This design comes from an exercise in tuning for small area and a short achievable clock period on the open sky130 flow, not from production work.
Where RTL was checked, it was by simulation tests only, not by an equivalence proof against the original.
Only the layout flow was run in run 1; the RTL was not checked for function there.

==> flow/design.v (outline; a module is shown in full before it is edited, if it fits) <==
// module iir_recode: 19 lines
// module iir_k_load: 11 lines
// module iir_f_load: 12 lines
// module iir_sop_res: 650 lines
// module iir_sop_ff: 1012 lines
// module iir_fa: 10 lines
// module iir_ha: 9 lines
// module iir_sel: 11 lines
// module iir_filter_gen: 107 lines
module iir_filter_gen (
  input  logic               CLK,
  input  logic               RST_n,
  input  logic signed [10:0] DIN,
  input  logic               VIN,
  input  logic [32:0]        B,
  input  logic [21:0]        A,
  input  logic               COEF_LD,
  output logic signed [10:0] DOUT,
  output logic               VOUT,
  output logic               SAT
);
  // ...
==> flow/run.sh <==
#!/bin/bash
# synth_recipe.tcl (not shown) runs the flow's synth.tcl, then flattens the netlist and writes it again
# the make line also repeats each setting of config.mk as NAME=value (left out here)
make -C /OpenROAD-flow-scripts/flow DESIGN_CONFIG=/design/flow/config.mk WORK_HOME=/design/flow/orfs CLKGATE_MAP_FILE= SYNTH_SCRIPT=/design/flow/synth_recipe.tcl finish
==> flow/config.mk <==
export PLATFORM = sky130hd
export DESIGN_NAME = iir_filter_gen
export DESIGN_NICKNAME = iir_filter_gen
export VERILOG_FILES = /design/flow/design.v
export SDC_FILE = /design/flow/constraint.sdc
export NUM_CORES = 4
export LEC_CHECK = 0
export CAP_MARGIN = 20
export CELL_PAD_IN_SITES_DETAIL_PLACEMENT = 1
export CORE_MARGIN = 2
export CORE_UTILIZATION = 40
export SETUP_SLACK_MARGIN = 3
export SLEW_MARGIN = 20
export SYNTH_HIERARCHICAL = 1
export SYNTH_MINIMUM_KEEP_SIZE = 0
==> flow/constraint.sdc <==
create_clock -name core_clock -period 10.0 [get_ports {CLK}]
set_input_delay 2.0000 -clock core_clock [delete_from_list [all_inputs] [get_ports {CLK}]]
set_output_delay 2.0000 -clock core_clock [all_outputs]
set_load 0.01 [all_outputs]
==> qor.yml, run 1 <==
worst_hold_path:
  holdPathEnd: "dout_r[7]"
  hp-class: "reg2reg"
clock_tree:
  clkLatencyLatePin_ns: 0.50
  cts_inserted_buffers: 17
  hold_buffers: 0
  cts_sinks: 136
final_layout:
  fillers: 5579
  layout.nets: 2608
  diodes: 0
  fin_area_sq_um: 23460
  largest_reg_flops: 24
  final_cell_mix: "a222oi_1 (360), fa_1 (325), inv_1 (250)"
  area_growth_syn_to_layout_pct: 11.81
  regArea_sq_um: 3369
  seq_cells: 136
sta:
  slew_viol_final: 0
  finalCriticalPeriod_ns: 6.788
  timing.slew.headroom: 0.2722
  hold_slack_ns: 0.5236
routing:
  highest_layer: "met4"
  drt_wl_total_mm: 75.59
floorplanning:
  tapCellCount: 680
  rows: 83
worst_setup_path:
  startpoint_type: "register"
  path_class: "reg2reg"
  required_ns: 10.40
  r2r_setup_slack_ns: 3.21
  critPathLaunch: "a2_v[4]"
  cp.depth: 17
  endpoint_kind: "register"
run_status:
  status: "complete, no violations"
global_route:
  met1_usage: 0.3478
  grt_busiest_layer: "met2"
  antenna_found_initial: 0
  grt.met3_usage: 0.04400
  grt_max_degree: 101
logic_synthesis:
  synth_cells: 1917
place:
  io_buffers: 82
  dpl.cell_count: 2714
==> module iir_filter_gen, before the edit <==
module iir_filter_gen (
  input  logic               CLK,
  input  logic               RST_n,
  input  logic signed [10:0] DIN,
  input  logic               VIN,
  input  logic [32:0]        B,
  input  logic [21:0]        A,
  input  logic               COEF_LD,
  output logic signed [10:0] DOUT,
  output logic               VOUT,
  output logic               SAT
);
  localparam logic [4:0] K_OFF = 5'd27;
  logic [5:0]  b0_u, b0_v, b1_u, b1_v, b2_u, b2_v, a1_u, a1_v, a2_u, a2_v;
  logic [5:0]  b0_un, b0_vn, b1_un, b1_vn, b2_un, b2_vn, a1_un, a1_vn, a2_un, a2_vn;
  logic [10:0] x0_r, x1_r, y1_r;
  logic        v_r;
  logic [4:0]  k_r, k_ld_s;
  logic [10:0] dout_r;
  logic        vout_r, sat_r;
  logic [23:0] f_r;
  logic [23:0] f_s, f_ld_s, acc_s;
  logic        sat_s;
  logic [10:0] y_s;
  iir_recode u_rb0 (.c({B[10], B[10:0]}),    .cin(1'b0), .u(b0_un), .v(b0_vn));
  iir_recode u_rb1 (.c({B[21], B[21:11]}),   .cin(1'b0), .u(b1_un), .v(b1_vn));
  iir_recode u_rb2 (.c({B[32], B[32:22]}),   .cin(1'b0), .u(b2_un), .v(b2_vn));
  iir_recode u_ra1 (.c(~{A[10], A[10:0]}),   .cin(1'b1), .u(a1_un), .v(a1_vn));
  iir_recode u_ra2 (.c(~{A[21], A[21:11]}),  .cin(1'b1), .u(a2_un), .v(a2_vn));
  always_ff @(posedge CLK or negedge RST_n) begin
    if (!RST_n) begin
      b0_u <= '0; b0_v <= '0; b1_u <= '0; b1_v <= '0; b2_u <= '0; b2_v <= '0;
      a1_u <= '0; a1_v <= '0; a2_u <= '0; a2_v <= '0;
    end else if (COEF_LD) begin
      b0_u <= b0_un; b0_v <= b0_vn; b1_u <= b1_un; b1_v <= b1_vn;
      b2_u <= b2_un; b2_v <= b2_vn; a1_u <= a1_un; a1_v <= a1_vn;
      a2_u <= a2_un; a2_v <= a2_vn;
    end
  end
  always_ff @(posedge CLK) begin
    if (VIN) x0_r <= DIN;
  end
  always_ff @(posedge CLK or negedge RST_n) begin
    if (!RST_n) v_r <= 1'b0;
    else        v_r <= VIN;
  end
  always_ff @(posedge CLK) begin
    if (COEF_LD) begin
      x1_r <= '0;
      y1_r <= '0;
    end else if (v_r) begin
      x1_r <= x0_r;
      y1_r <= y_s;
    end
  end
  iir_k_load u_k_load (
    .b0_u(b0_un), .b0_v(b0_vn), .b1_u(b1_un), .b1_v(b1_vn), .b2_u(b2_un), .b2_v(b2_vn),
    .a1_u(a1_un), .a1_v(a1_vn), .a2_u(a2_un), .a2_v(a2_vn),
    .k   (k_ld_s)
  );
  always_ff @(posedge CLK or negedge RST_n) begin
    if (!RST_n)       k_r <= K_OFF;   
    else if (COEF_LD) k_r <= k_ld_s;
  end
  iir_sop_ff u_ff (
    .b1_u(b1_u), .b1_v(b1_v), .x1(x0_r),
    .b2_u(b2_u), .b2_v(b2_v), .x2(x1_r),
    .a2_u(a2_u), .a2_v(a2_v), .y2(y1_r),
    .b0_u(b0_u), .b0_v(b0_v),
    .a1_u(a1_u), .a1_v(a1_v),
    .k   (k_r),
    .s   (f_s)
  );
  iir_f_load u_f_load (
    .b0_u(b0_un), .b0_v(b0_vn), .a1_u(a1_un), .a1_v(a1_vn),
    .f   (f_ld_s)
  );
  always_ff @(posedge CLK or negedge RST_n) begin
    if (!RST_n)       f_r <= 24'h0007ff;   
    else if (COEF_LD) f_r <= f_ld_s;
    else if (v_r)     f_r <= f_s;
  end
  iir_sop_res u_res (
    .b0_u(b0_u), .b0_v(b0_v), .x0(x0_r),
    .a1_u(a1_u), .a1_v(a1_v), .y1(y1_r),
    .f   (f_r),
    .s   (acc_s)
  );
  assign sat_s = ~((acc_s[23:20] == 4'b0000) || (acc_s[23:20] == 4'b1111));
  assign y_s   = sat_s ? {acc_s[23], {10{~acc_s[23]}}} : acc_s[20:10];
  always_ff @(posedge CLK or negedge RST_n) begin
    if (!RST_n) begin
      dout_r <= '0;
      sat_r  <= 1'b0;
      vout_r <= 1'b0;
    end else begin
      if (v_r) begin
        dout_r <= y_s;
        sat_r  <= sat_s;
      end
      vout_r <= v_r;
    end
  end
  assign DOUT = dout_r;
  assign VOUT = vout_r;
  assign SAT  = sat_r;
endmodule
==> run 2: changes to the inputs <==
--- a/flow/design.v
+++ b/flow/design.v
@@ -404,47 +404,47 @@
   iir_fa u_t7 (.a(a1_d0_q10), .b(a1_d1_q8), .c(a1_d2_q6), .s(t7_s), .co(t7_c));
   wire t8_s, t8_c;
   iir_fa u_t8 (.a(a1_d3_q4), .b(a1_d4_q2), .c(a1_d5_q0), .s(t8_s), .co(t8_c));
   wire t9_s, t9_c;
   iir_fa u_t9 (.a(b0_d0_q10), .b(b0_d1_q8), .c(b0_d2_q6), .s(t9_s), .co(t9_c));
   wire t10_s, t10_c;
   iir_ha u_t10 (.a(b0_d3_q4), .b(b0_d4_q2), .s(t10_s), .co(t10_c));
   wire t11_s, t11_c;
-  iir_fa u_t11 (.a(a1_d0_r), .b(a1_d1_q9), .c(a1_d2_q7), .s(t11_s), .co(t11_c));
+  iir_fa u_t11 (.a(a1_d1_q9), .b(a1_d2_q7), .c(a1_d3_q5), .s(t11_s), .co(t11_c));
   wire t12_s, t12_c;
-  iir_fa u_t12 (.a(a1_d3_q5), .b(a1_d4_q3), .c(a1_d5_q1), .s(t12_s), .co(t12_c));
+  iir_fa u_t12 (.a(a1_d4_q3), .b(a1_d5_q1), .c(b0_d1_q9), .s(t12_s), .co(t12_c));
   wire t13_s, t13_c;
-  iir_fa u_t13 (.a(b0_d0_r), .b(b0_d1_q9), .c(b0_d2_q7), .s(t13_s), .co(t13_c));
+  iir_fa u_t13 (.a(b0_d2_q7), .b(b0_d3_q5), .c(b0_d4_q3), .s(t13_s), .co(t13_c));
   wire t14_s, t14_c;
-  iir_fa u_t14 (.a(b0_d3_q5), .b(b0_d4_q3), .c(b0_d5_q1), .s(t14_s), .co(t14_c));
+  iir_fa u_t14 (.a(b0_d5_q1), .b(f[11]), .c(a1_d0_r), .s(t14_s), .co(t14_c));
   wire t15_s = ~(a1_d1_q10 ^ a1_d2_q8);
   wire t15_c = a1_d1_q10 | a1_d2_q8;
   wire t16_s, t16_c;
   iir_fa u_t16 (.a(a1_d3_q6), .b(a1_d4_q4), .c(a1_d5_q2), .s(t16_s), .co(t16_c));
   wire t17_s, t17_c;
   iir_fa u_t17 (.a(b0_d1_q10), .b(b0_d2_q8), .c(b0_d3_q6), .s(t17_s), .co(t17_c));
   wire t18_s, t18_c;
   iir_ha u_t18 (.a(b0_d4_q4), .b(b0_d5_q2), .s(t18_s), .co(t18_c));
-  wire t19_s = ~(a1_d1_r ^ a1_d2_q9);
-  wire t19_c = a1_d1_r | a1_d2_q9;
+  wire t19_s = ~(a1_d2_q9 ^ a1_d3_q7);
+  wire t19_c = a1_d2_q9 | a1_d3_q7;
   wire t20_s, t20_c;
-  iir_fa u_t20 (.a(a1_d3_q7), .b(a1_d4_q5), .c(a1_d5_q3), .s(t20_s), .co(t20_c));
+  iir_fa u_t20 (.a(a1_d4_q5), .b(a1_d5_q3), .c(b0_d2_q9), .s(t20_s), .co(t20_c));
   wire t21_s, t21_c;
-  iir_fa u_t21 (.a(b0_d1_r), .b(b0_d2_q9), .c(b0_d3_q7), .s(t21_s), .co(t21_c));
+  iir_fa u_t21 (.a(b0_d3_q7), .b(b0_d4_q5), .c(b0_d5_q3), .s(t21_s), .co(t21_c));
   wire t22_s, t22_c;
-  iir_ha u_t22 (.a(b0_d4_q5), .b(b0_d5_q3), .s(t22_s), .co(t22_c));
+  iir_ha u_t22 (.a(f[13]), .b(a1_d1_r), .s(t22_s), .co(t22_c));
   wire t23_s, t23_c;
   iir_fa u_t23 (.a(a1_d2_q10), .b(a1_d3_q8), .c(a1_d4_q6), .s(t23_s), .co(t23_c));
   wire t24_s, t24_c;
   iir_fa u_t24 (.a(a1_d5_q4), .b(b0_d2_q10), .c(b0_d3_q8), .s(t24_s), .co(t24_c));
-  wire t25_s = ~(a1_d2_r ^ a1_d3_q9);
-  wire t25_c = a1_d2_r | a1_d3_q9;
+  wire t25_s = ~(a1_d3_q9 ^ a1_d4_q7);
+  wire t25_c = a1_d3_q9 | a1_d4_q7;
   wire t26_s, t26_c;
-  iir_ha u_t26 (.a(a1_d4_q7), .b(a1_d5_q5), .s(t26_s), .co(t26_c));
+  iir_ha u_t26 (.a(a1_d5_q5), .b(b0_d3_q9), .s(t26_s), .co(t26_c));
   wire t27_s, t27_c;
   iir_ha u_t27 (.a(a1_d0_q4), .b(a1_d1_q2), .s(t27_s), .co(t27_c));
   wire t28_s = ~(a1_d0_q5 ^ a1_d1_q3);
   wire t28_c = a1_d0_q5 | a1_d1_q3;
   wire t29_s, t29_c;
   iir_ha u_t29 (.a(a1_d2_q1), .b(b0_d0_q5), .s(t29_s), .co(t29_c));
   wire t30_s, t30_c;
   iir_fa u_t30 (.a(a1_d0_q6), .b(a1_d1_q4), .c(a1_d2_q2), .s(t30_s), .co(t30_c));
@@ -472,61 +472,61 @@
   iir_fa u_t41 (.a(t4_s), .b(t5_s), .c(t6_s), .s(t41_s), .co(t41_c));
   wire t42_s, t42_c;
   iir_fa u_t42 (.a(b0_d5_q0), .b(f[10]), .c(t10_s), .s(t42_s), .co(t42_c));
   wire t43_s, t43_c;
   iir_fa u_t43 (.a(t4_c), .b(t5_c), .c(t6_c), .s(t43_s), .co(t43_c));
   wire t44_s, t44_c;
   iir_fa u_t44 (.a(t7_s), .b(t8_s), .c(t9_s), .s(t44_s), .co(t44_c));
   wire t45_s, t45_c;
-  iir_fa u_t45 (.a(f[11]), .b(t10_c), .c(t11_s), .s(t45_s), .co(t45_c));
+  iir_fa u_t45 (.a(b0_d0_r), .b(t10_c), .c(t11_s), .s(t45_s), .co(t45_c));
   wire t46_s, t46_c;
-  iir_fa u_t46 (.a(t12_s), .b(t13_s), .c(t14_s), .s(t46_s), .co(t46_c));
+  iir_fa u_t46 (.a(t12_s), .b(t13_s), .c(t7_c), .s(t46_s), .co(t46_c));
   wire t47_s, t47_c;
-  iir_fa u_t47 (.a(t7_c), .b(t8_c), .c(t9_c), .s(t47_s), .co(t47_c));
+  iir_fa u_t47 (.a(t8_c), .b(t9_c), .c(t14_s), .s(t47_s), .co(t47_c));
   wire t48_s, t48_c;
   iir_fa u_t48 (.a(f[12]), .b(t11_c), .c(t12_c), .s(t48_s), .co(t48_c));
   wire t49_s, t49_c;
-  iir_fa u_t49 (.a(t13_c), .b(t14_c), .c(t15_s), .s(t49_s), .co(t49_c));
+  iir_fa u_t49 (.a(t13_c), .b(t15_s), .c(t16_s), .s(t49_s), .co(t49_c));
   wire t50_s, t50_c;
-  iir_fa u_t50 (.a(t16_s), .b(t17_s), .c(t18_s), .s(t50_s), .co(t50_c));
+  iir_fa u_t50 (.a(t17_s), .b(t18_s), .c(t14_c), .s(t50_s), .co(t50_c));
   wire t51_s, t51_c;
-  iir_fa u_t51 (.a(f[13]), .b(t15_c), .c(t16_c), .s(t51_s), .co(t51_c));
+  iir_fa u_t51 (.a(b0_d1_r), .b(t15_c), .c(t16_c), .s(t51_s), .co(t51_c));
   wire t52_s, t52_c;
   iir_fa u_t52 (.a(t17_c), .b(t18_c), .c(t19_s), .s(t52_s), .co(t52_c));
   wire t53_s, t53_c;
   iir_fa u_t53 (.a(t20_s), .b(t21_s), .c(t22_s), .s(t53_s), .co(t53_c));
   wire t54_s, t54_c;
   iir_fa u_t54 (.a(b0_d4_q6), .b(b0_d5_q4), .c(f[14]), .s(t54_s), .co(t54_c));
   wire t55_s, t55_c;
   iir_fa u_t55 (.a(t19_c), .b(t20_c), .c(t21_c), .s(t55_s), .co(t55_c));
   wire t56_s, t56_c;
-  iir_fa u_t56 (.a(t22_c), .b(t23_s), .c(t24_s), .s(t56_s), .co(t56_c));
+  iir_fa u_t56 (.a(t23_s), .b(t24_s), .c(t22_c), .s(t56_s), .co(t56_c));
   wire t57_s, t57_c;
-  iir_fa u_t57 (.a(b0_d2_r), .b(b0_d3_q9), .c(b0_d4_q7), .s(t57_s), .co(t57_c));
+  iir_fa u_t57 (.a(b0_d4_q7), .b(b0_d5_q5), .c(f[15]), .s(t57_s), .co(t57_c));
   wire t58_s, t58_c;
-  iir_fa u_t58 (.a(b0_d5_q5), .b(f[15]), .c(t23_c), .s(t58_s), .co(t58_c));
+  iir_fa u_t58 (.a(a1_d2_r), .b(b0_d2_r), .c(t23_c), .s(t58_s), .co(t58_c));
   wire t59_s, t59_c;
   iir_fa u_t59 (.a(t24_c), .b(t25_s), .c(t26_s), .s(t59_s), .co(t59_c));
   wire t60_s, t60_c;
   iir_fa u_t60 (.a(a1_d3_q10), .b(a1_d4_q8), .c(a1_d5_q6), .s(t60_s), .co(t60_c));
   wire t61_s, t61_c;
   iir_fa u_t61 (.a(b0_d3_q10), .b(b0_d4_q8), .c(b0_d5_q6), .s(t61_s), .co(t61_c));
   wire t62_s, t62_c;
   iir_fa u_t62 (.a(f[16]), .b(t25_c), .c(t26_c), .s(t62_s), .co(t62_c));
-  wire t63_s = ~(a1_d3_r ^ a1_d4_q9);
-  wire t63_c = a1_d3_r | a1_d4_q9;
+  wire t63_s = ~(a1_d4_q9 ^ a1_d5_q7);
+  wire t63_c = a1_d4_q9 | a1_d5_q7;
   wire t64_s, t64_c;
-  iir_fa u_t64 (.a(a1_d5_q7), .b(b0_d3_r), .c(b0_d4_q9), .s(t64_s), .co(t64_c));
+  iir_fa u_t64 (.a(b0_d4_q9), .b(b0_d5_q7), .c(f[17]), .s(t64_s), .co(t64_c));
   wire t65_s, t65_c;
-  iir_ha u_t65 (.a(b0_d5_q7), .b(f[17]), .s(t65_s), .co(t65_c));
+  iir_ha u_t65 (.a(a1_d3_r), .b(b0_d3_r), .s(t65_s), .co(t65_c));
   wire t66_s, t66_c;
   iir_fa u_t66 (.a(a1_d4_q10), .b(a1_d5_q8), .c(b0_d4_q10), .s(t66_s), .co(t66_c));
   wire t67_s, t67_c;
-  iir_ha u_t67 (.a(1'b1), .b(a1_d4_r), .s(t67_s), .co(t67_c));
+  iir_ha u_t67 (.a(1'b1), .b(a1_d5_q9), .s(t67_s), .co(t67_c));
   wire t68_s, t68_c;
   iir_ha u_t68 (.a(a1_d0_q2), .b(a1_d1_q0), .s(t68_s), .co(t68_c));
   wire t69_s = ~(a1_d0_q3 ^ a1_d1_q1);
   wire t69_c = a1_d0_q3 | a1_d1_q1;
   wire t70_s, t70_c;
   iir_ha u_t70 (.a(b0_d0_q3), .b(b0_d1_q1), .s(t70_s), .co(t70_c));
   wire t71_s, t71_c;
   iir_fa u_t71 (.a(a1_d2_q0), .b(b0_d0_q4), .c(b0_d1_q2), .s(t71_s), .co(t71_c));
@@ -556,51 +556,51 @@
   iir_fa u_t83 (.a(t39_c), .b(t40_c), .c(t41_c), .s(t83_s), .co(t83_c));
   wire t84_s, t84_c;
   iir_fa u_t84 (.a(t42_s), .b(t43_s), .c(t44_s), .s(t84_s), .co(t84_c));
   wire t85_s, t85_c;
   iir_fa u_t85 (.a(t42_c), .b(t43_c), .c(t44_c), .s(t85_s), .co(t85_c));
   wire t86_s, t86_c;
   iir_fa u_t86 (.a(t45_s), .b(t46_s), .c(t47_s), .s(t86_s), .co(t86_c));
   wire t87_s, t87_c;
-  iir_fa u_t87 (.a(t45_c), .b(t46_c), .c(t47_c), .s(t87_s), .co(t87_c));
+  iir_fa u_t87 (.a(t45_c), .b(t46_c), .c(t48_s), .s(t87_s), .co(t87_c));
   wire t88_s, t88_c;
-  iir_fa u_t88 (.a(t48_s), .b(t49_s), .c(t50_s), .s(t88_s), .co(t88_c));
+  iir_fa u_t88 (.a(t49_s), .b(t47_c), .c(t50_s), .s(t88_s), .co(t88_c));
   wire t89_s, t89_c;
-  iir_fa u_t89 (.a(t48_c), .b(t49_c), .c(t50_c), .s(t89_s), .co(t89_c));
+  iir_fa u_t89 (.a(t48_c), .b(t49_c), .c(t51_s), .s(t89_s), .co(t89_c));
   wire t90_s, t90_c;
-  iir_fa u_t90 (.a(t51_s), .b(t52_s), .c(t53_s), .s(t90_s), .co(t90_c));
+  iir_fa u_t90 (.a(t52_s), .b(t50_c), .c(t53_s), .s(t90_s), .co(t90_c));
   wire t91_s, t91_c;
   iir_fa u_t91 (.a(t54_s), .b(t51_c), .c(t52_c), .s(t91_s), .co(t91_c));
   wire t92_s, t92_c;
-  iir_fa u_t92 (.a(t53_c), .b(t55_s), .c(t56_s), .s(t92_s), .co(t92_c));
+  iir_fa u_t92 (.a(t55_s), .b(t53_c), .c(t56_s), .s(t92_s), .co(t92_c));
   wire t93_s, t93_c;
   iir_fa u_t93 (.a(t54_c), .b(t57_s), .c(t55_c), .s(t93_s), .co(t93_c));
   wire t94_s, t94_c;
-  iir_fa u_t94 (.a(t56_c), .b(t58_s), .c(t59_s), .s(t94_s), .co(t94_c));
+  iir_fa u_t94 (.a(t58_s), .b(t59_s), .c(t56_c), .s(t94_s), .co(t94_c));
   wire t95_s, t95_c;
   iir_fa u_t95 (.a(t57_c), .b(t60_s), .c(t61_s), .s(t95_s), .co(t95_c));
   wire t96_s, t96_c;
   iir_fa u_t96 (.a(t58_c), .b(t59_c), .c(t62_s), .s(t96_s), .co(t96_c));
   wire t97_s, t97_c;
   iir_fa u_t97 (.a(t60_c), .b(t61_c), .c(t63_s), .s(t97_s), .co(t97_c));
   wire t98_s, t98_c;
   iir_fa u_t98 (.a(t64_s), .b(t65_s), .c(t62_c), .s(t98_s), .co(t98_c));
   wire t99_s, t99_c;
   iir_fa u_t99 (.a(b0_d5_q8), .b(f[18]), .c(t63_c), .s(t99_s), .co(t99_c));
   wire t100_s, t100_c;
-  iir_fa u_t100 (.a(t64_c), .b(t65_c), .c(t66_s), .s(t100_s), .co(t100_c));
+  iir_fa u_t100 (.a(t64_c), .b(t66_s), .c(t65_c), .s(t100_s), .co(t100_c));
   wire t101_s, t101_c;
-  iir_fa u_t101 (.a(a1_d5_q9), .b(b0_d4_r), .c(b0_d5_q9), .s(t101_s), .co(t101_c));
+  iir_fa u_t101 (.a(b0_d5_q9), .b(f[19]), .c(a1_d4_r), .s(t101_s), .co(t101_c));
   wire t102_s, t102_c;
-  iir_fa u_t102 (.a(f[19]), .b(t66_c), .c(t67_s), .s(t102_s), .co(t102_c));
+  iir_fa u_t102 (.a(b0_d4_r), .b(t66_c), .c(t67_s), .s(t102_s), .co(t102_c));
   wire t103_s, t103_c;
   iir_fa u_t103 (.a(a1_d5_q10), .b(b0_d5_q10), .c(f[20]), .s(t103_s), .co(t103_c));
   wire t104_s, t104_c;
-  iir_ha u_t104 (.a(1'b1), .b(a1_d5_r), .s(t104_s), .co(t104_c));
+  iir_ha u_t104 (.a(1'b1), .b(f[21]), .s(t104_s), .co(t104_c));
   wire t105_s, t105_c;
   iir_ha u_t105 (.a(1'b1), .b(a1_d0_q1), .s(t105_s), .co(t105_c));
   wire t106_s, t106_c;
   iir_fa u_t106 (.a(b0_d0_q2), .b(b0_d1_q0), .c(f[2]), .s(t106_s), .co(t106_c));
   wire t107_s, t107_c;
   iir_fa u_t107 (.a(f[3]), .b(t68_c), .c(t69_s), .s(t107_s), .co(t107_c));
   wire t108_s, t108_c;
   iir_fa u_t108 (.a(t69_c), .b(t70_c), .c(t71_s), .s(t108_s), .co(t108_c));
@@ -614,35 +614,35 @@
   iir_fa u_t112 (.a(t77_c), .b(t79_s), .c(t78_c), .s(t112_s), .co(t112_c));
   wire t113_s, t113_c;
   iir_fa u_t113 (.a(t79_c), .b(t81_s), .c(t80_c), .s(t113_s), .co(t113_c));
   wire t114_s, t114_c;
   iir_fa u_t114 (.a(t81_c), .b(t82_c), .c(t83_s), .s(t114_s), .co(t114_c));
   wire t115_s, t115_c;
   iir_fa u_t115 (.a(t83_c), .b(t84_c), .c(t85_s), .s(t115_s), .co(t115_c));
   wire t116_s, t116_c;
-  iir_fa u_t116 (.a(t85_c), .b(t86_c), .c(t87_s), .s(t116_s), .co(t116_c));
+  iir_fa u_t116 (.a(t85_c), .b(t87_s), .c(t86_c), .s(t116_s), .co(t116_c));
   wire t117_s, t117_c;
-  iir_fa u_t117 (.a(t87_c), .b(t88_c), .c(t89_s), .s(t117_s), .co(t117_c));
+  iir_fa u_t117 (.a(t87_c), .b(t89_s), .c(t88_c), .s(t117_s), .co(t117_c));
   wire t118_s, t118_c;
-  iir_fa u_t118 (.a(t89_c), .b(t90_c), .c(t91_s), .s(t118_s), .co(t118_c));
+  iir_fa u_t118 (.a(t89_c), .b(t91_s), .c(t90_c), .s(t118_s), .co(t118_c));
   wire t119_s, t119_c;
-  iir_fa u_t119 (.a(t91_c), .b(t92_c), .c(t93_s), .s(t119_s), .co(t119_c));
+  iir_fa u_t119 (.a(t91_c), .b(t93_s), .c(t92_c), .s(t119_s), .co(t119_c));
   wire t120_s, t120_c;
-  iir_fa u_t120 (.a(t95_s), .b(t93_c), .c(t94_c), .s(t120_s), .co(t120_c));
+  iir_fa u_t120 (.a(t95_s), .b(t93_c), .c(t96_s), .s(t120_s), .co(t120_c));
   wire t121_s, t121_c;
   iir_fa u_t121 (.a(t95_c), .b(t97_s), .c(t96_c), .s(t121_s), .co(t121_c));
   wire t122_s, t122_c;
-  iir_fa u_t122 (.a(t100_s), .b(t97_c), .c(t99_s), .s(t122_s), .co(t122_c));
+  iir_fa u_t122 (.a(t97_c), .b(t99_s), .c(t100_s), .s(t122_s), .co(t122_c));
   wire t123_s, t123_c;
-  iir_fa u_t123 (.a(t101_s), .b(t100_c), .c(t102_s), .s(t123_s), .co(t123_c));
+  iir_fa u_t123 (.a(t101_s), .b(t102_s), .c(t99_c), .s(t123_s), .co(t123_c));
   wire t124_s, t124_c;
-  iir_fa u_t124 (.a(t101_c), .b(t103_s), .c(t67_c), .s(t124_s), .co(t124_c));
+  iir_fa u_t124 (.a(t103_s), .b(t67_c), .c(t101_c), .s(t124_s), .co(t124_c));
   wire t125_s, t125_c;
-  iir_fa u_t125 (.a(b0_d5_r), .b(f[21]), .c(t103_c), .s(t125_s), .co(t125_c));
+  iir_fa u_t125 (.a(a1_d5_r), .b(b0_d5_r), .c(t103_c), .s(t125_s), .co(t125_c));
   wire t126_s, t126_c;
   iir_ha u_t126 (.a(a1_d0_q0), .b(b0_d0_q0), .s(t126_s), .co(t126_c));
   wire t127_s, t127_c;
   iir_fa u_t127 (.a(b0_d0_q1), .b(f[1]), .c(t105_s), .s(t127_s), .co(t127_c));
   wire t128_s, t128_c;
   iir_fa u_t128 (.a(t105_c), .b(t106_s), .c(t68_s), .s(t128_s), .co(t128_c));
   wire t129_s, t129_c;
   iir_fa u_t129 (.a(t106_c), .b(t70_s), .c(t107_s), .s(t129_s), .co(t129_c));
@@ -666,33 +666,33 @@
   iir_fa u_t138 (.a(t88_s), .b(t115_c), .c(t116_s), .s(t138_s), .co(t138_c));
   wire t139_s, t139_c;
   iir_fa u_t139 (.a(t90_s), .b(t116_c), .c(t117_s), .s(t139_s), .co(t139_c));
   wire t140_s, t140_c;
   iir_fa u_t140 (.a(t92_s), .b(t117_c), .c(t118_s), .s(t140_s), .co(t140_c));
   wire t141_s, t141_c;
   iir_fa u_t141 (.a(t94_s), .b(t118_c), .c(t119_s), .s(t141_s), .co(t141_c));
   wire t142_s, t142_c;
-  iir_fa u_t142 (.a(t96_s), .b(t119_c), .c(t120_s), .s(t142_s), .co(t142_c));
+  iir_fa u_t142 (.a(t94_c), .b(t120_s), .c(t119_c), .s(t142_s), .co(t142_c));
   wire t143_s, t143_c;
   iir_fa u_t143 (.a(t98_s), .b(t120_c), .c(t121_s), .s(t143_s), .co(t143_c));
   wire t144_s, t144_c;
-  iir_fa u_t144 (.a(t122_s), .b(t98_c), .c(t121_c), .s(t144_s), .co(t144_c));
+  iir_fa u_t144 (.a(t98_c), .b(t122_s), .c(t121_c), .s(t144_s), .co(t144_c));
   wire t145_s, t145_c;
-  iir_fa u_t145 (.a(t99_c), .b(t122_c), .c(t123_s), .s(t145_s), .co(t145_c));
+  iir_fa u_t145 (.a(t100_c), .b(t123_s), .c(t122_c), .s(t145_s), .co(t145_c));
   wire t146_s, t146_c;
   iir_fa u_t146 (.a(t102_c), .b(t124_s), .c(t123_c), .s(t146_s), .co(t146_c));
   wire t147_s, t147_c;
-  iir_fa u_t147 (.a(t104_s), .b(t124_c), .c(t125_s), .s(t147_s), .co(t147_c));
+  iir_fa u_t147 (.a(t104_s), .b(t125_s), .c(t124_c), .s(t147_s), .co(t147_c));
   wire t148_s, t148_c;
   iir_fa u_t148 (.a(f[22]), .b(t104_c), .c(t125_c), .s(t148_s), .co(t148_c));
   wire t149_s, t149_c;
   iir_ha u_t149 (.a(1'b1), .b(f[23]), .s(t149_s), .co(t149_c));
-  wire [23:0] r0 = {t149_s, t147_c, t147_s, t145_c, t145_s, t143_c, t142_c, t141_c, t140_c, t139_c, t138_c, t137_c, t136_c, t135_c, t134_c, t133_c, t132_c, t131_c, t130_c, t129_c, t128_c, t127_c, t126_c, f[0]};
-  wire [23:0] r1 = {t148_c, t148_s, t146_c, t146_s, t144_c, t144_s, t143_s, t142_s, t141_s, t140_s, t139_s, t138_s, t137_s, t136_s, t135_s, t134_s, t133_s, t132_s, t131_s, t130_s, t129_s, t128_s, t127_s, t126_s};
+  wire [23:0] r0 = {t149_s, t148_s, t147_s, t146_s, t145_s, t143_c, t143_s, t141_c, t140_c, t139_c, t138_c, t137_c, t136_c, t135_c, t134_c, t133_c, t132_c, t131_c, t130_c, t129_c, t128_c, t127_c, t126_c, f[0]};
+  wire [23:0] r1 = {t148_c, t147_c, t146_c, t145_c, t144_c, t144_s, t142_c, t142_s, t141_s, t140_s, t139_s, t138_s, t137_s, t136_s, t135_s, t134_s, t133_s, t132_s, t131_s, t130_s, t129_s, t128_s, t127_s, t126_s};
   assign s = ~(r0 + r1);
 endmodule
 module iir_sop_ff (
   input  logic [5:0] b1_u,
   input  logic [5:0] b1_v,
   input  logic [5:0] b2_u,
   input  logic [5:0] b2_v,
   input  logic [5:0] a2_u,
@@ -1280,51 +1280,51 @@
   iir_fa u_t14 (.a(a2_d3_q4), .b(a2_d4_q2), .c(a2_d5_q0), .s(t14_s), .co(t14_c));
   wire t15_s, t15_c;
   iir_fa u_t15 (.a(b1_d0_q10), .b(b1_d1_q8), .c(b1_d2_q6), .s(t15_s), .co(t15_c));
   wire t16_s, t16_c;
   iir_fa u_t16 (.a(b1_d3_q4), .b(b1_d4_q2), .c(b1_d5_q0), .s(t16_s), .co(t16_c));
   wire t17_s, t17_c;
   iir_fa u_t17 (.a(b2_d0_q10), .b(b2_d1_q8), .c(b2_d2_q6), .s(t17_s), .co(t17_c));
   wire t18_s, t18_c;
-  iir_fa u_t18 (.a(a2_d0_r), .b(a2_d1_q9), .c(a2_d2_q7), .s(t18_s), .co(t18_c));
+  iir_fa u_t18 (.a(a2_d1_q9), .b(a2_d2_q7), .c(a2_d3_q5), .s(t18_s), .co(t18_c));
   wire t19_s, t19_c;
-  iir_fa u_t19 (.a(a2_d3_q5), .b(a2_d4_q3), .c(a2_d5_q1), .s(t19_s), .co(t19_c));
+  iir_fa u_t19 (.a(a2_d4_q3), .b(a2_d5_q1), .c(b1_d1_q9), .s(t19_s), .co(t19_c));
   wire t20_s, t20_c;
-  iir_fa u_t20 (.a(b1_d0_r), .b(b1_d1_q9), .c(b1_d2_q7), .s(t20_s), .co(t20_c));
+  iir_fa u_t20 (.a(b1_d2_q7), .b(b1_d3_q5), .c(b1_d4_q3), .s(t20_s), .co(t20_c));
   wire t21_s, t21_c;
-  iir_fa u_t21 (.a(b1_d3_q5), .b(b1_d4_q3), .c(b1_d5_q1), .s(t21_s), .co(t21_c));
+  iir_fa u_t21 (.a(b1_d5_q1), .b(b2_d1_q9), .c(b2_d2_q7), .s(t21_s), .co(t21_c));
   wire t22_s, t22_c;
-  iir_fa u_t22 (.a(b2_d0_r), .b(b2_d1_q9), .c(b2_d2_q7), .s(t22_s), .co(t22_c));
+  iir_fa u_t22 (.a(b2_d3_q5), .b(b2_d4_q3), .c(b2_d5_q1), .s(t22_s), .co(t22_c));
   wire t23_s, t23_c;
-  iir_ha u_t23 (.a(b2_d3_q5), .b(b2_d4_q3), .s(t23_s), .co(t23_c));
+  iir_ha u_t23 (.a(k[3]), .b(a2_d0_r), .s(t23_s), .co(t23_c));
   wire t24_s, t24_c;
   iir_fa u_t24 (.a(a2_d1_q10), .b(a2_d2_q8), .c(a2_d3_q6), .s(t24_s), .co(t24_c));
   wire t25_s, t25_c;
   iir_fa u_t25 (.a(a2_d4_q4), .b(a2_d5_q2), .c(b1_d1_q10), .s(t25_s), .co(t25_c));
   wire t26_s, t26_c;
   iir_fa u_t26 (.a(b1_d2_q8), .b(b1_d3_q6), .c(b1_d4_q4), .s(t26_s), .co(t26_c));
   wire t27_s, t27_c;
   iir_fa u_t27 (.a(b1_d5_q2), .b(b2_d1_q10), .c(b2_d2_q8), .s(t27_s), .co(t27_c));
   wire t28_s, t28_c;
   iir_ha u_t28 (.a(b2_d3_q6), .b(b2_d4_q4), .s(t28_s), .co(t28_c));
   wire t29_s, t29_c;
-  iir_fa u_t29 (.a(a2_d1_r), .b(a2_d2_q9), .c(a2_d3_q7), .s(t29_s), .co(t29_c));
+  iir_fa u_t29 (.a(a2_d2_q9), .b(a2_d3_q7), .c(a2_d4_q5), .s(t29_s), .co(t29_c));
   wire t30_s, t30_c;
-  iir_fa u_t30 (.a(a2_d4_q5), .b(a2_d5_q3), .c(b1_d1_r), .s(t30_s), .co(t30_c));
+  iir_fa u_t30 (.a(a2_d5_q3), .b(b1_d2_q9), .c(b1_d3_q7), .s(t30_s), .co(t30_c));
   wire t31_s, t31_c;
-  iir_fa u_t31 (.a(b1_d2_q9), .b(b1_d3_q7), .c(b1_d4_q5), .s(t31_s), .co(t31_c));
+  iir_fa u_t31 (.a(b1_d4_q5), .b(b1_d5_q3), .c(b2_d2_q9), .s(t31_s), .co(t31_c));
   wire t32_s, t32_c;
-  iir_ha u_t32 (.a(b1_d5_q3), .b(b2_d1_r), .s(t32_s), .co(t32_c));
+  iir_ha u_t32 (.a(b2_d3_q7), .b(b2_d4_q5), .s(t32_s), .co(t32_c));
   wire t33_s, t33_c;
   iir_fa u_t33 (.a(a2_d2_q10), .b(a2_d3_q8), .c(a2_d4_q6), .s(t33_s), .co(t33_c));
   wire t34_s, t34_c;
   iir_ha u_t34 (.a(a2_d5_q4), .b(b1_d2_q10), .s(t34_s), .co(t34_c));
   wire t35_s, t35_c;
-  iir_ha u_t35 (.a(a2_d2_r), .b(a2_d3_q9), .s(t35_s), .co(t35_c));
+  iir_ha u_t35 (.a(a2_d3_q9), .b(a2_d4_q7), .s(t35_s), .co(t35_c));
   wire t36_s = ~(a2_d0_q2 ^ a2_d1_q0);
   wire t36_c = a2_d0_q2 | a2_d1_q0;
   wire t37_s, t37_c;
   iir_ha u_t37 (.a(b1_d0_q2), .b(b1_d1_q0), .s(t37_s), .co(t37_c));
   wire t38_s, t38_c;
   iir_fa u_t38 (.a(a2_d2_q0), .b(b1_d0_q4), .c(b1_d1_q2), .s(t38_s), .co(t38_c));
   wire t39_s, t39_c;
   iir_fa u_t39 (.a(b1_d2_q0), .b(b2_d0_q4), .c(b2_d1_q2), .s(t39_s), .co(t39_c));
@@ -1366,65 +1366,65 @@
   iir_fa u_t57 (.a(b2_d3_q4), .b(b2_d4_q2), .c(b2_d5_q0), .s(t57_s), .co(t57_c));
   wire t58_s, t58_c;
   iir_fa u_t58 (.a(k[2]), .b(t10_c), .c(t11_c), .s(t58_s), .co(t58_c));
   wire t59_s, t59_c;
   iir_fa u_t59 (.a(t12_c), .b(t13_s), .c(t14_s), .s(t59_s), .co(t59_c));
   wire t60_s, t60_c;
   iir_fa u_t60 (.a(t15_s), .b(t16_s), .c(t17_s), .s(t60_s), .co(t60_c));
   wire t61_s, t61_c;
-  iir_fa u_t61 (.a(b2_d5_q1), .b(k[3]), .c(t13_c), .s(t61_s), .co(t61_c));
+  iir_fa u_t61 (.a(b1_d0_r), .b(b2_d0_r), .c(t13_c), .s(t61_s), .co(t61_c));
   wire t62_s, t62_c;
   iir_fa u_t62 (.a(t14_c), .b(t15_c), .c(t16_c), .s(t62_s), .co(t62_c));
   wire t63_s, t63_c;
   iir_fa u_t63 (.a(t17_c), .b(t18_s), .c(t19_s), .s(t63_s), .co(t63_c));
   wire t64_s, t64_c;
   iir_fa u_t64 (.a(t20_s), .b(t21_s), .c(t22_s), .s(t64_s), .co(t64_c));
   wire t65_s, t65_c;
   iir_fa u_t65 (.a(b2_d5_q2), .b(k[4]), .c(t18_c), .s(t65_s), .co(t65_c));
   wire t66_s, t66_c;
   iir_fa u_t66 (.a(t19_c), .b(t20_c), .c(t21_c), .s(t66_s), .co(t66_c));
   wire t67_s, t67_c;
-  iir_fa u_t67 (.a(t22_c), .b(t23_c), .c(t24_s), .s(t67_s), .co(t67_c));
+  iir_fa u_t67 (.a(t22_c), .b(t24_s), .c(t25_s), .s(t67_s), .co(t67_c));
   wire t68_s, t68_c;
-  iir_fa u_t68 (.a(t25_s), .b(t26_s), .c(t27_s), .s(t68_s), .co(t68_c));
+  iir_fa u_t68 (.a(t26_s), .b(t27_s), .c(t28_s), .s(t68_s), .co(t68_c));
   wire t69_s, t69_c;
-  iir_fa u_t69 (.a(b2_d2_q9), .b(b2_d3_q7), .c(b2_d4_q5), .s(t69_s), .co(t69_c));
+  iir_fa u_t69 (.a(b2_d5_q3), .b(a2_d1_r), .c(b1_d1_r), .s(t69_s), .co(t69_c));
   wire t70_s, t70_c;
-  iir_fa u_t70 (.a(b2_d5_q3), .b(t24_c), .c(t25_c), .s(t70_s), .co(t70_c));
+  iir_fa u_t70 (.a(b2_d1_r), .b(t24_c), .c(t25_c), .s(t70_s), .co(t70_c));
   wire t71_s, t71_c;
   iir_fa u_t71 (.a(t26_c), .b(t27_c), .c(t28_c), .s(t71_s), .co(t71_c));
   wire t72_s, t72_c;
   iir_fa u_t72 (.a(t29_s), .b(t30_s), .c(t31_s), .s(t72_s), .co(t72_c));
   wire t73_s, t73_c;
   iir_fa u_t73 (.a(b1_d3_q8), .b(b1_d4_q6), .c(b1_d5_q4), .s(t73_s), .co(t73_c));
   wire t74_s, t74_c;
   iir_fa u_t74 (.a(b2_d2_q10), .b(b2_d3_q8), .c(b2_d4_q6), .s(t74_s), .co(t74_c));
   wire t75_s, t75_c;
   iir_fa u_t75 (.a(b2_d5_q4), .b(t29_c), .c(t30_c), .s(t75_s), .co(t75_c));
   wire t76_s, t76_c;
   iir_fa u_t76 (.a(t31_c), .b(t32_c), .c(t33_s), .s(t76_s), .co(t76_c));
   wire t77_s, t77_c;
-  iir_fa u_t77 (.a(a2_d4_q7), .b(a2_d5_q5), .c(b1_d2_r), .s(t77_s), .co(t77_c));
+  iir_fa u_t77 (.a(a2_d5_q5), .b(b1_d3_q9), .c(b1_d4_q7), .s(t77_s), .co(t77_c));
   wire t78_s, t78_c;
-  iir_fa u_t78 (.a(b1_d3_q9), .b(b1_d4_q7), .c(b1_d5_q5), .s(t78_s), .co(t78_c));
+  iir_fa u_t78 (.a(b1_d5_q5), .b(b2_d3_q9), .c(b2_d4_q7), .s(t78_s), .co(t78_c));
   wire t79_s, t79_c;
-  iir_fa u_t79 (.a(b2_d2_r), .b(b2_d3_q9), .c(b2_d4_q7), .s(t79_s), .co(t79_c));
+  iir_fa u_t79 (.a(b2_d5_q5), .b(a2_d2_r), .c(b1_d2_r), .s(t79_s), .co(t79_c));
   wire t80_s, t80_c;
-  iir_fa u_t80 (.a(b2_d5_q5), .b(t33_c), .c(t34_c), .s(t80_s), .co(t80_c));
+  iir_fa u_t80 (.a(b2_d2_r), .b(t33_c), .c(t34_c), .s(t80_s), .co(t80_c));
   wire t81_s, t81_c;
   iir_fa u_t81 (.a(a2_d3_q10), .b(a2_d4_q8), .c(a2_d5_q6), .s(t81_s), .co(t81_c));
   wire t82_s, t82_c;
   iir_fa u_t82 (.a(b1_d3_q10), .b(b1_d4_q8), .c(b1_d5_q6), .s(t82_s), .co(t82_c));
   wire t83_s, t83_c;
   iir_ha u_t83 (.a(b2_d3_q10), .b(b2_d4_q8), .s(t83_s), .co(t83_c));
   wire t84_s, t84_c;
-  iir_fa u_t84 (.a(a2_d3_r), .b(a2_d4_q9), .c(a2_d5_q7), .s(t84_s), .co(t84_c));
+  iir_fa u_t84 (.a(a2_d4_q9), .b(a2_d5_q7), .c(b1_d4_q9), .s(t84_s), .co(t84_c));
   wire t85_s, t85_c;
-  iir_ha u_t85 (.a(b1_d3_r), .b(b1_d4_q9), .s(t85_s), .co(t85_c));
+  iir_ha u_t85 (.a(b1_d5_q7), .b(b2_d4_q9), .s(t85_s), .co(t85_c));
   wire t86_s = ~(a2_d0_q0 ^ b1_d0_q0);
   wire t86_c = a2_d0_q0 | b1_d0_q0;
   wire t87_s, t87_c;
   iir_ha u_t87 (.a(b2_d0_q0), .b(~a1_d0_n1), .s(t87_s), .co(t87_c));
   wire t88_s, t88_c;
   iir_fa u_t88 (.a(b2_d0_q2), .b(b2_d1_q0), .c(~a1_d1_n1), .s(t88_s), .co(t88_c));
   wire t89_s, t89_c;
   iir_ha u_t89 (.a(~a2_d1_n1), .b(~b0_d1_n1), .s(t89_s), .co(t89_c));
@@ -1470,67 +1470,67 @@
   iir_fa u_t109 (.a(t52_c), .b(t55_s), .c(t56_s), .s(t109_s), .co(t109_c));
   wire t110_s, t110_c;
   iir_fa u_t110 (.a(t53_c), .b(t54_c), .c(t57_s), .s(t110_s), .co(t110_c));
   wire t111_s, t111_c;
   iir_fa u_t111 (.a(t9_c), .b(t55_c), .c(t56_c), .s(t111_s), .co(t111_c));
   wire t112_s, t112_c;
   iir_fa u_t112 (.a(t58_s), .b(t59_s), .c(t60_s), .s(t112_s), .co(t112_c));
   wire t113_s, t113_c;
-  iir_fa u_t113 (.a(t23_s), .b(t57_c), .c(t58_c), .s(t113_s), .co(t113_c));
+  iir_fa u_t113 (.a(t57_c), .b(t23_s), .c(t58_c), .s(t113_s), .co(t113_c));
   wire t114_s, t114_c;
   iir_fa u_t114 (.a(t59_c), .b(t60_c), .c(t61_s), .s(t114_s), .co(t114_c));
   wire t115_s, t115_c;
   iir_fa u_t115 (.a(t62_s), .b(t63_s), .c(t64_s), .s(t115_s), .co(t115_c));
   wire t116_s, t116_c;
-  iir_fa u_t116 (.a(t28_s), .b(t61_c), .c(t62_c), .s(t116_s), .co(t116_c));
+  iir_fa u_t116 (.a(t23_c), .b(t61_c), .c(t62_c), .s(t116_s), .co(t116_c));
   wire t117_s, t117_c;
   iir_fa u_t117 (.a(t63_c), .b(t64_c), .c(t65_s), .s(t117_s), .co(t117_c));
   wire t118_s, t118_c;
   iir_fa u_t118 (.a(t66_s), .b(t67_s), .c(t68_s), .s(t118_s), .co(t118_c));
   wire t119_s, t119_c;
   iir_fa u_t119 (.a(t32_s), .b(t69_s), .c(t65_c), .s(t119_s), .co(t119_c));
   wire t120_s, t120_c;
   iir_fa u_t120 (.a(t66_c), .b(t67_c), .c(t68_c), .s(t120_s), .co(t120_c));
   wire t121_s, t121_c;
   iir_fa u_t121 (.a(t70_s), .b(t71_s), .c(t72_s), .s(t121_s), .co(t121_c));
   wire t122_s, t122_c;
-  iir_fa u_t122 (.a(t34_s), .b(t69_c), .c(t73_s), .s(t122_s), .co(t122_c));
+  iir_fa u_t122 (.a(t34_s), .b(t73_s), .c(t74_s), .s(t122_s), .co(t122_c));
   wire t123_s, t123_c;
-  iir_fa u_t123 (.a(t74_s), .b(t70_c), .c(t71_c), .s(t123_s), .co(t123_c));
+  iir_fa u_t123 (.a(t69_c), .b(t70_c), .c(t71_c), .s(t123_s), .co(t123_c));
   wire t124_s, t124_c;
   iir_fa u_t124 (.a(t72_c), .b(t75_s), .c(t76_s), .s(t124_s), .co(t124_c));
   wire t125_s, t125_c;
   iir_fa u_t125 (.a(t35_s), .b(t73_c), .c(t74_c), .s(t125_s), .co(t125_c));
   wire t126_s, t126_c;
   iir_fa u_t126 (.a(t77_s), .b(t78_s), .c(t79_s), .s(t126_s), .co(t126_c));
   wire t127_s, t127_c;
   iir_fa u_t127 (.a(t75_c), .b(t76_c), .c(t80_s), .s(t127_s), .co(t127_c));
   wire t128_s, t128_c;
   iir_fa u_t128 (.a(b2_d5_q6), .b(t35_c), .c(t77_c), .s(t128_s), .co(t128_c));
   wire t129_s, t129_c;
-  iir_fa u_t129 (.a(t78_c), .b(t79_c), .c(t81_s), .s(t129_s), .co(t129_c));
+  iir_fa u_t129 (.a(t78_c), .b(t81_s), .c(t82_s), .s(t129_s), .co(t129_c));
   wire t130_s, t130_c;
-  iir_fa u_t130 (.a(t82_s), .b(t83_s), .c(t80_c), .s(t130_s), .co(t130_c));
+  iir_fa u_t130 (.a(t83_s), .b(t79_c), .c(t80_c), .s(t130_s), .co(t130_c));
   wire t131_s, t131_c;
-  iir_fa u_t131 (.a(b1_d5_q7), .b(b2_d3_r), .c(b2_d4_q9), .s(t131_s), .co(t131_c));
+  iir_fa u_t131 (.a(b2_d5_q7), .b(a2_d3_r), .c(b1_d3_r), .s(t131_s), .co(t131_c));
   wire t132_s, t132_c;
-  iir_fa u_t132 (.a(b2_d5_q7), .b(t81_c), .c(t82_c), .s(t132_s), .co(t132_c));
+  iir_fa u_t132 (.a(b2_d3_r), .b(t81_c), .c(t82_c), .s(t132_s), .co(t132_c));
   wire t133_s, t133_c;
   iir_fa u_t133 (.a(t83_c), .b(t84_s), .c(t85_s), .s(t133_s), .co(t133_c));
   wire t134_s, t134_c;
   iir_fa u_t134 (.a(a2_d4_q10), .b(a2_d5_q8), .c(b1_d4_q10), .s(t134_s), .co(t134_c));
   wire t135_s, t135_c;
   iir_fa u_t135 (.a(b1_d5_q8), .b(b2_d4_q10), .c(b2_d5_q8), .s(t135_s), .co(t135_c));
   wire t136_s, t136_c;
   iir_ha u_t136 (.a(t84_c), .b(t85_c), .s(t136_s), .co(t136_c));
   wire t137_s, t137_c;
-  iir_fa u_t137 (.a(a2_d4_r), .b(a2_d5_q9), .c(b1_d4_r), .s(t137_s), .co(t137_c));
+  iir_fa u_t137 (.a(a2_d5_q9), .b(b1_d5_q9), .c(b2_d5_q9), .s(t137_s), .co(t137_c));
   wire t138_s, t138_c;
-  iir_ha u_t138 (.a(b1_d5_q9), .b(b2_d4_r), .s(t138_s), .co(t138_c));
+  iir_ha u_t138 (.a(a2_d4_r), .b(b1_d4_r), .s(t138_s), .co(t138_c));
   wire t139_s, t139_c;
   iir_fa u_t139 (.a(~a2_d0_n1), .b(~b0_d0_n1), .c(~b1_d0_n1), .s(t139_s), .co(t139_c));
   wire t140_s, t140_c;
   iir_fa u_t140 (.a(a2_d0_q1), .b(b1_d0_q1), .c(b2_d0_q1), .s(t140_s), .co(t140_c));
   wire t141_s, t141_c;
   iir_fa u_t141 (.a(~b1_d1_n1), .b(~b2_d1_n1), .c(t36_s), .s(t141_s), .co(t141_c));
   wire t142_s, t142_c;
   iir_ha u_t142 (.a(t37_s), .b(t88_s), .s(t142_s), .co(t142_c));
@@ -1582,29 +1582,29 @@
   iir_fa u_t165 (.a(t122_s), .b(t119_c), .c(t120_c), .s(t165_s), .co(t165_c));
   wire t166_s, t166_c;
   iir_fa u_t166 (.a(t121_c), .b(t123_s), .c(t124_s), .s(t166_s), .co(t166_c));
   wire t167_s, t167_c;
   iir_fa u_t167 (.a(t122_c), .b(t125_s), .c(t126_s), .s(t167_s), .co(t167_c));
   wire t168_s, t168_c;
   iir_fa u_t168 (.a(t123_c), .b(t124_c), .c(t127_s), .s(t168_s), .co(t168_c));
   wire t169_s, t169_c;
-  iir_fa u_t169 (.a(t125_c), .b(t126_c), .c(t128_s), .s(t169_s), .co(t169_c));
+  iir_fa u_t169 (.a(t125_c), .b(t128_s), .c(t129_s), .s(t169_s), .co(t169_c));
   wire t170_s, t170_c;
-  iir_fa u_t170 (.a(t129_s), .b(t127_c), .c(t130_s), .s(t170_s), .co(t170_c));
+  iir_fa u_t170 (.a(t126_c), .b(t127_c), .c(t130_s), .s(t170_s), .co(t170_c));
   wire t171_s, t171_c;
   iir_fa u_t171 (.a(t131_s), .b(t128_c), .c(t129_c), .s(t171_s), .co(t171_c));
   wire t172_s, t172_c;
   iir_fa u_t172 (.a(t132_s), .b(t133_s), .c(t130_c), .s(t172_s), .co(t172_c));
   wire t173_s, t173_c;
-  iir_fa u_t173 (.a(t131_c), .b(t134_s), .c(t135_s), .s(t173_s), .co(t173_c));
+  iir_fa u_t173 (.a(t134_s), .b(t135_s), .c(t131_c), .s(t173_s), .co(t173_c));
   wire t174_s, t174_c;
   iir_fa u_t174 (.a(t132_c), .b(t133_c), .c(t136_s), .s(t174_s), .co(t174_c));
   wire t175_s, t175_c;
-  iir_fa u_t175 (.a(b2_d5_q9), .b(t134_c), .c(t135_c), .s(t175_s), .co(t175_c));
+  iir_fa u_t175 (.a(b2_d4_r), .b(t134_c), .c(t135_c), .s(t175_s), .co(t175_c));
   wire t176_s, t176_c;
   iir_fa u_t176 (.a(t137_s), .b(t138_s), .c(t136_c), .s(t176_s), .co(t176_c));
   wire t177_s, t177_c;
   iir_fa u_t177 (.a(a2_d5_q10), .b(b1_d5_q10), .c(b2_d5_q10), .s(t177_s), .co(t177_c));
   wire t178_s, t178_c;
   iir_ha u_t178 (.a(t137_c), .b(t138_c), .s(t178_s), .co(t178_c));
   wire t179_s, t179_c;
   iir_ha u_t179 (.a(a2_d5_r), .b(b1_d5_r), .s(t179_s), .co(t179_c));
@@ -1636,23 +1636,23 @@
   iir_fa u_t192 (.a(t159_c), .b(t160_c), .c(t161_s), .s(t192_s), .co(t192_c));
   wire t193_s, t193_c;
   iir_fa u_t193 (.a(t161_c), .b(t162_c), .c(t163_s), .s(t193_s), .co(t193_c));
   wire t194_s, t194_c;
   iir_fa u_t194 (.a(t163_c), .b(t164_c), .c(t165_s), .s(t194_s), .co(t194_c));
   wire t195_s, t195_c;
   iir_fa u_t195 (.a(t167_s), .b(t165_c), .c(t166_c), .s(t195_s), .co(t195_c));
   wire t196_s, t196_c;
-  iir_fa u_t196 (.a(t167_c), .b(t169_s), .c(t168_c), .s(t196_s), .co(t196_c));
+  iir_fa u_t196 (.a(t169_s), .b(t167_c), .c(t168_c), .s(t196_s), .co(t196_c));
   wire t197_s, t197_c;
   iir_fa u_t197 (.a(t169_c), .b(t171_s), .c(t170_c), .s(t197_s), .co(t197_c));
   wire t198_s, t198_c;
   iir_fa u_t198 (.a(t173_s), .b(t171_c), .c(t174_s), .s(t198_s), .co(t198_c));
   wire t199_s, t199_c;
-  iir_fa u_t199 (.a(t173_c), .b(t175_s), .c(t174_c), .s(t199_s), .co(t199_c));
+  iir_fa u_t199 (.a(t175_s), .b(t173_c), .c(t174_c), .s(t199_s), .co(t199_c));
   wire t200_s, t200_c;
   iir_fa u_t200 (.a(t177_s), .b(t175_c), .c(t178_s), .s(t200_s), .co(t200_c));
   wire t201_s, t201_c;
   iir_fa u_t201 (.a(b2_d5_r), .b(t177_c), .c(t179_s), .s(t201_s), .co(t201_c));
   wire t202_s, t202_c;
   iir_ha u_t202 (.a(t86_s), .b(t87_s), .s(t202_s), .co(t202_c));
   wire t203_s, t203_c;
   iir_fa u_t203 (.a(t87_c), .b(t180_c), .c(t181_s), .s(t203_s), .co(t203_c));
@@ -1739,43 +1739,43 @@
   input  logic               VIN,
   input  logic [32:0]        B,
   input  logic [21:0]        A,
   input  logic               COEF_LD,
   output logic signed [10:0] DOUT,
   output logic               VOUT,
   output logic               SAT
 );
-  localparam logic [4:0] K_OFF = 5'd27;
   logic [5:0]  b0_u, b0_v, b1_u, b1_v, b2_u, b2_v, a1_u, a1_v, a2_u, a2_v;
   logic [5:0]  b0_un, b0_vn, b1_un, b1_vn, b2_un, b2_vn, a1_un, a1_vn, a2_un, a2_vn;
   logic [10:0] x0_r, x1_r, y1_r;
-  logic        v_r;
+  logic        v_r, cv_r;
   logic [4:0]  k_r, k_ld_s;
   logic [10:0] dout_r;
   logic        vout_r, sat_r;
   logic [23:0] f_r;
   logic [23:0] f_s, f_ld_s, acc_s;
   logic        sat_s;
   logic [10:0] y_s;
   iir_recode u_rb0 (.c({B[10], B[10:0]}),    .cin(1'b0), .u(b0_un), .v(b0_vn));
   iir_recode u_rb1 (.c({B[21], B[21:11]}),   .cin(1'b0), .u(b1_un), .v(b1_vn));
   iir_recode u_rb2 (.c({B[32], B[32:22]}),   .cin(1'b0), .u(b2_un), .v(b2_vn));
   iir_recode u_ra1 (.c(~{A[10], A[10:0]}),   .cin(1'b1), .u(a1_un), .v(a1_vn));
   iir_recode u_ra2 (.c(~{A[21], A[21:11]}),  .cin(1'b1), .u(a2_un), .v(a2_vn));
-  always_ff @(posedge CLK or negedge RST_n) begin
-    if (!RST_n) begin
-      b0_u <= '0; b0_v <= '0; b1_u <= '0; b1_v <= '0; b2_u <= '0; b2_v <= '0;
-      a1_u <= '0; a1_v <= '0; a2_u <= '0; a2_v <= '0;
-    end else if (COEF_LD) begin
+  always_ff @(posedge CLK) begin
+    if (COEF_LD) begin
       b0_u <= b0_un; b0_v <= b0_vn; b1_u <= b1_un; b1_v <= b1_vn;
       b2_u <= b2_un; b2_v <= b2_vn; a1_u <= a1_un; a1_v <= a1_vn;
       a2_u <= a2_un; a2_v <= a2_vn;
     end
   end
+  always_ff @(posedge CLK or negedge RST_n) begin
+    if (!RST_n)       cv_r <= 1'b0;
+    else if (COEF_LD) cv_r <= 1'b1;
+  end
   always_ff @(posedge CLK) begin
     if (VIN) x0_r <= DIN;
   end
   always_ff @(posedge CLK or negedge RST_n) begin
     if (!RST_n) v_r <= 1'b0;
     else        v_r <= VIN;
   end
   always_ff @(posedge CLK) begin
@@ -1787,55 +1787,53 @@
       y1_r <= y_s;
     end
   end
   iir_k_load u_k_load (
     .b0_u(b0_un), .b0_v(b0_vn), .b1_u(b1_un), .b1_v(b1_vn), .b2_u(b2_un), .b2_v(b2_vn),
     .a1_u(a1_un), .a1_v(a1_vn), .a2_u(a2_un), .a2_v(a2_vn),
     .k   (k_ld_s)
   );
-  always_ff @(posedge CLK or negedge RST_n) begin
-    if (!RST_n)       k_r <= K_OFF;   
-    else if (COEF_LD) k_r <= k_ld_s;
+  always_ff @(posedge CLK) begin
+    if (COEF_LD) k_r <= k_ld_s;
   end
   iir_sop_ff u_ff (
     .b1_u(b1_u), .b1_v(b1_v), .x1(x0_r),
     .b2_u(b2_u), .b2_v(b2_v), .x2(x1_r),
     .a2_u(a2_u), .a2_v(a2_v), .y2(y1_r),
     .b0_u(b0_u), .b0_v(b0_v),
     .a1_u(a1_u), .a1_v(a1_v),
     .k   (k_r),
     .s   (f_s)
   );
   iir_f_load u_f_load (
     .b0_u(b0_un), .b0_v(b0_vn), .a1_u(a1_un), .a1_v(a1_vn),
     .f   (f_ld_s)
   );
-  always_ff @(posedge CLK or negedge RST_n) begin
-    if (!RST_n)       f_r <= 24'h0007ff;   
-    else if (COEF_LD) f_r <= f_ld_s;
-    else if (v_r)     f_r <= f_s;
+  always_ff @(posedge CLK) begin
+    if (COEF_LD)  f_r <= f_ld_s;
+    else if (v_r) f_r <= f_s;
   end
   iir_sop_res u_res (
     .b0_u(b0_u), .b0_v(b0_v), .x0(x0_r),
     .a1_u(a1_u), .a1_v(a1_v), .y1(y1_r),
     .f   (f_r),
     .s   (acc_s)
   );
   assign sat_s = ~((acc_s[23:20] == 4'b0000) || (acc_s[23:20] == 4'b1111));
   assign y_s   = sat_s ? {acc_s[23], {10{~acc_s[23]}}} : acc_s[20:10];
   always_ff @(posedge CLK or negedge RST_n) begin
     if (!RST_n) begin
       dout_r <= '0;
       sat_r  <= 1'b0;
       vout_r <= 1'b0;
     end else begin
       if (v_r) begin
-        dout_r <= y_s;
-        sat_r  <= sat_s;
+        dout_r <= cv_r ? y_s : 11'd0;
+        sat_r  <= cv_r & sat_s;
       end
       vout_r <= v_r;
     end
   end
   assign DOUT = dout_r;
   assign VOUT = vout_r;
   assign SAT  = sat_r;
 endmodule
==> flow/config.mk (replaced) <==
export PLATFORM = sky130hd
export DESIGN_NAME = iir_filter_gen
export DESIGN_NICKNAME = iir_filter_gen
export VERILOG_FILES = /design/flow/design.v
export SDC_FILE = /design/flow/constraint.sdc
export NUM_CORES = 4
export LEC_CHECK = 0
export CAP_MARGIN = 20
export CORE_MARGIN = 2
export CORE_UTILIZATION = 40
export SETUP_SLACK_MARGIN = 4
export SLEW_MARGIN = 20
export SYNTH_HIERARCHICAL = 1
export SYNTH_MINIMUM_KEEP_SIZE = 0
==> run 2 against run 1 <==
Still clean on timing, DRC and antenna. Global-route usage is 0.93 points lower. Cell count is 1.9% higher. Largest cell class unchanged.
==> qor.yml, run 2 <==
place:
  hpwl_mm: 55.17
  finalWeightedCongestion: 0.9844
  dp_slack_ns: 2.985
  io_buffers: 82  # unchanged
clock_tree:
  htreeDepth: 4
  clk_path_buf_depth: 2
  cts_tree: "yes"
  clkLatencyLatePin_ns: 0.49  # about the same
  hold_buffers: 0  # unchanged
  clock_tree.root_cell: "clkbuf_16"
  cts_sinks: 137  # +0.74%
  cts_inserted_buffers: 17  # unchanged
  path_clk_slew_ns: 0.07
floorplanning:
  die_h_microns: 230.8
  pin_count: 83
  die_area_sq_um: 53250
  die_w_microns: 230.8
  initial_core_util: 0.4026
  core-area_sq_um: 51090
  rows: 83  # unchanged
sta:
  rsz0062_at_grt: "yes"
  layout_worst_path_cycle_share: 0.6212
  timing.slew.headroom: 0.4277  # +0.1555
  setup_viol: 0
  fin_tns_setup_ns: 0
  finalCriticalPeriod_ns: 6.212  # -0.5760 ns
  worst_slew_pin_slew_ns: 0.8585
  worst_slack_ns: 3.788
  hold_violations: 0
  slew_viol_final: 0  # unchanged
  finClkSkew_ns: 0.01567
  max_freq_mhz: 161.0
routing:
  routed_via_density: 6.566
  vias: 18370
  remaining_drc_errors: 0
  drt_wl_total_mm: 75.69  # +0.13%
  first_iter_violations: 4021
  first_pass_iters: 17
  wl_per_cell_microns: 27.06
  ant_nets: 0
worst_setup_path:
  arrival_ns: 6.62
  rr_endpoint: "y1_r[2]"
  crit_fanout: 12
  r2r_setup_slack_ns: 3.79  # +0.58 ns
  startpoint_type: "register"
  critPathLaunch: "b0_v[2]"
  path_class: "reg2reg"
  required_ns: 10.41  # about the same
  timing.rr.start: "b0_v[2]"
  endpoint: "y1_r[2]"
  reg2reg_depth: 19
  endpoint_kind: "register"
global_route:
  track_usage: 0.2750
  grt_pass1_vias: 18540
  grt_max_degree: 62  # -39%
  antenna_found_initial: 1  # +1
  grt_pass1_wl_mm: 110.5
  grt-ovfl-total: 0
final_layout:
  final_common_cell: "a222oi_1"
  area_growth_syn_to_layout_pct: 26.53
  layout.nets: 2658  # +1.9%
  final_layout_size_suffix_gt1_frac: 0.2552
  regMostFlops: "f_r"
  largest_reg_flops: 24  # unchanged
  fillers: 4498  # -19%
  final_cell_mix: "a222oi_1 (360), fa_1 (290), inv_1 (213)"
logic_synthesis:
  avgSynthCellArea_sq_um: 11.47
  syn-cell-area_sq_um: 20570
  synth_cells: 1793  # -6.5%
  synth_warnings: 8
worst_hold_path:
  hp-class: "reg2reg"
run:
  drv_cap: 0
run_status:
  status: "complete, no violations"
==> run 2: what timing repair did <==
action                     CTS  global route
setup endpoints to repair   37            36
gates resized for setup    225           176
pin swaps                  143           119
gates cloned                 0             7
setup buffers               61            86
==> run 2: layout make-up <==
| cell class | instances | area [sq um] | share of cell area |
|---|---|---|---|
| diodes | 1 | 2.502 | 0.00009614 |
| clock buffers | 25 | 536.8 | 0.02062 |
| clock inverters | 7 | 53.80 | 0.002067 |
| inverters | 247 | 1040 | 0.03995 |
| multi-input cells | 1419 | 16990 | 0.6529 |
| flip-flops and latches | 137 | 3844 | 0.1477 |
| well taps | 680 | 850.8 | 0.03269 |
| repair buffers | 280 | 2701 | 0.1038 |
| repair inverters | 1 | 5.005 | 0.0001923 |
==> run 2: worst min path at each step <==
stage	from	to	slack [ns]	depth (start not counted)
2_1_floorplan	v_r	vout_r	0.35	0
3_3_place_gp	cv_r	cv_r	0.49	1
3_5_place_dp	cv_r	cv_r	0.48	1
4_1_cts	cv_r	cv_r	0.50	1
5_1_grt	cv_r	cv_r	0.52	1
6_report	cv_r	cv_r	0.49	1
==> run 2: critical path: stages (launching register included) <==
cell and delay (ns):
edfxtp_1 0.44, and2_1 0.36, a222oi_1 0.47, fa_1 0.54, fa_2 0.40, fa_2 0.56
fa_1 0.43, fa_1 0.49, ha_4 0.32, buf_4 0.11, buf_4 0.10, a21o_1 0.15
a21oi_2 0.08, a211o_1 0.33, a21o_4 0.26, a211oi_4 0.34, and4_4 0.33, buf_12 0.15
o21ai_4 0.06, a211oi_2 0.21
==> run 2: metrics by stage <==
stage,hold slack [ns],instance area [sq um],utilization,instances
global route,0.5158,26030,0.5094,2796
global placement,0.4867,22660,0.4435,2610
floorplan,0.3487,20850,-,1833
finish,0.4919,26030,0.5094,2797
CTS,0.4953,24600,0.4816,2703
detailed placement,0.4782,22660,0.4435,2610
==> run 2: routing by layer <==
metal	track usage	wire length [microns]	share of wire	up-vias
li1	-	-	-	7687
met1	0.3314	27800	0.37	8984
met2	0.4674	35990	0.48	1360
met3	0.05447	7076	0.093	331
met5	0	49	0.00065	-
met4	0.1391	4777	0.063	4

[separate check: timing with driven ports]
The flow's constraints put no driver on any port. The routed layouts listed below were extracted and timed again, unchanged, in two steps. Step 1 sets driving cells, clkbuf_16 on the clock port and buf_2 on the other inputs (assumed; they add their load-dependent delay and slew). Step 2 moves the port delays by t, midway between the first and last clock arrival at a register: inputs arrive t later, outputs are due t later. That takes back most of the time a late clock gives input paths. a / b / c = ideal / step 1 / step 2; a / b = the first two.
run | t (ns) | setup slack, ns | clock arrival spread, ns
run 1 | 0.548 | 3.212 / 3.212 / 2.840 | 0.015 / 0.015
run 2 | 0.540 | 3.788 / 3.788 / 3.672 | 0.016 / 0.016
After both steps every run listed still meets setup and hold. For run 1, which loses most, drivers alone change the setup slack by 0.000 ns; drivers and shift together by -0.372 ns.
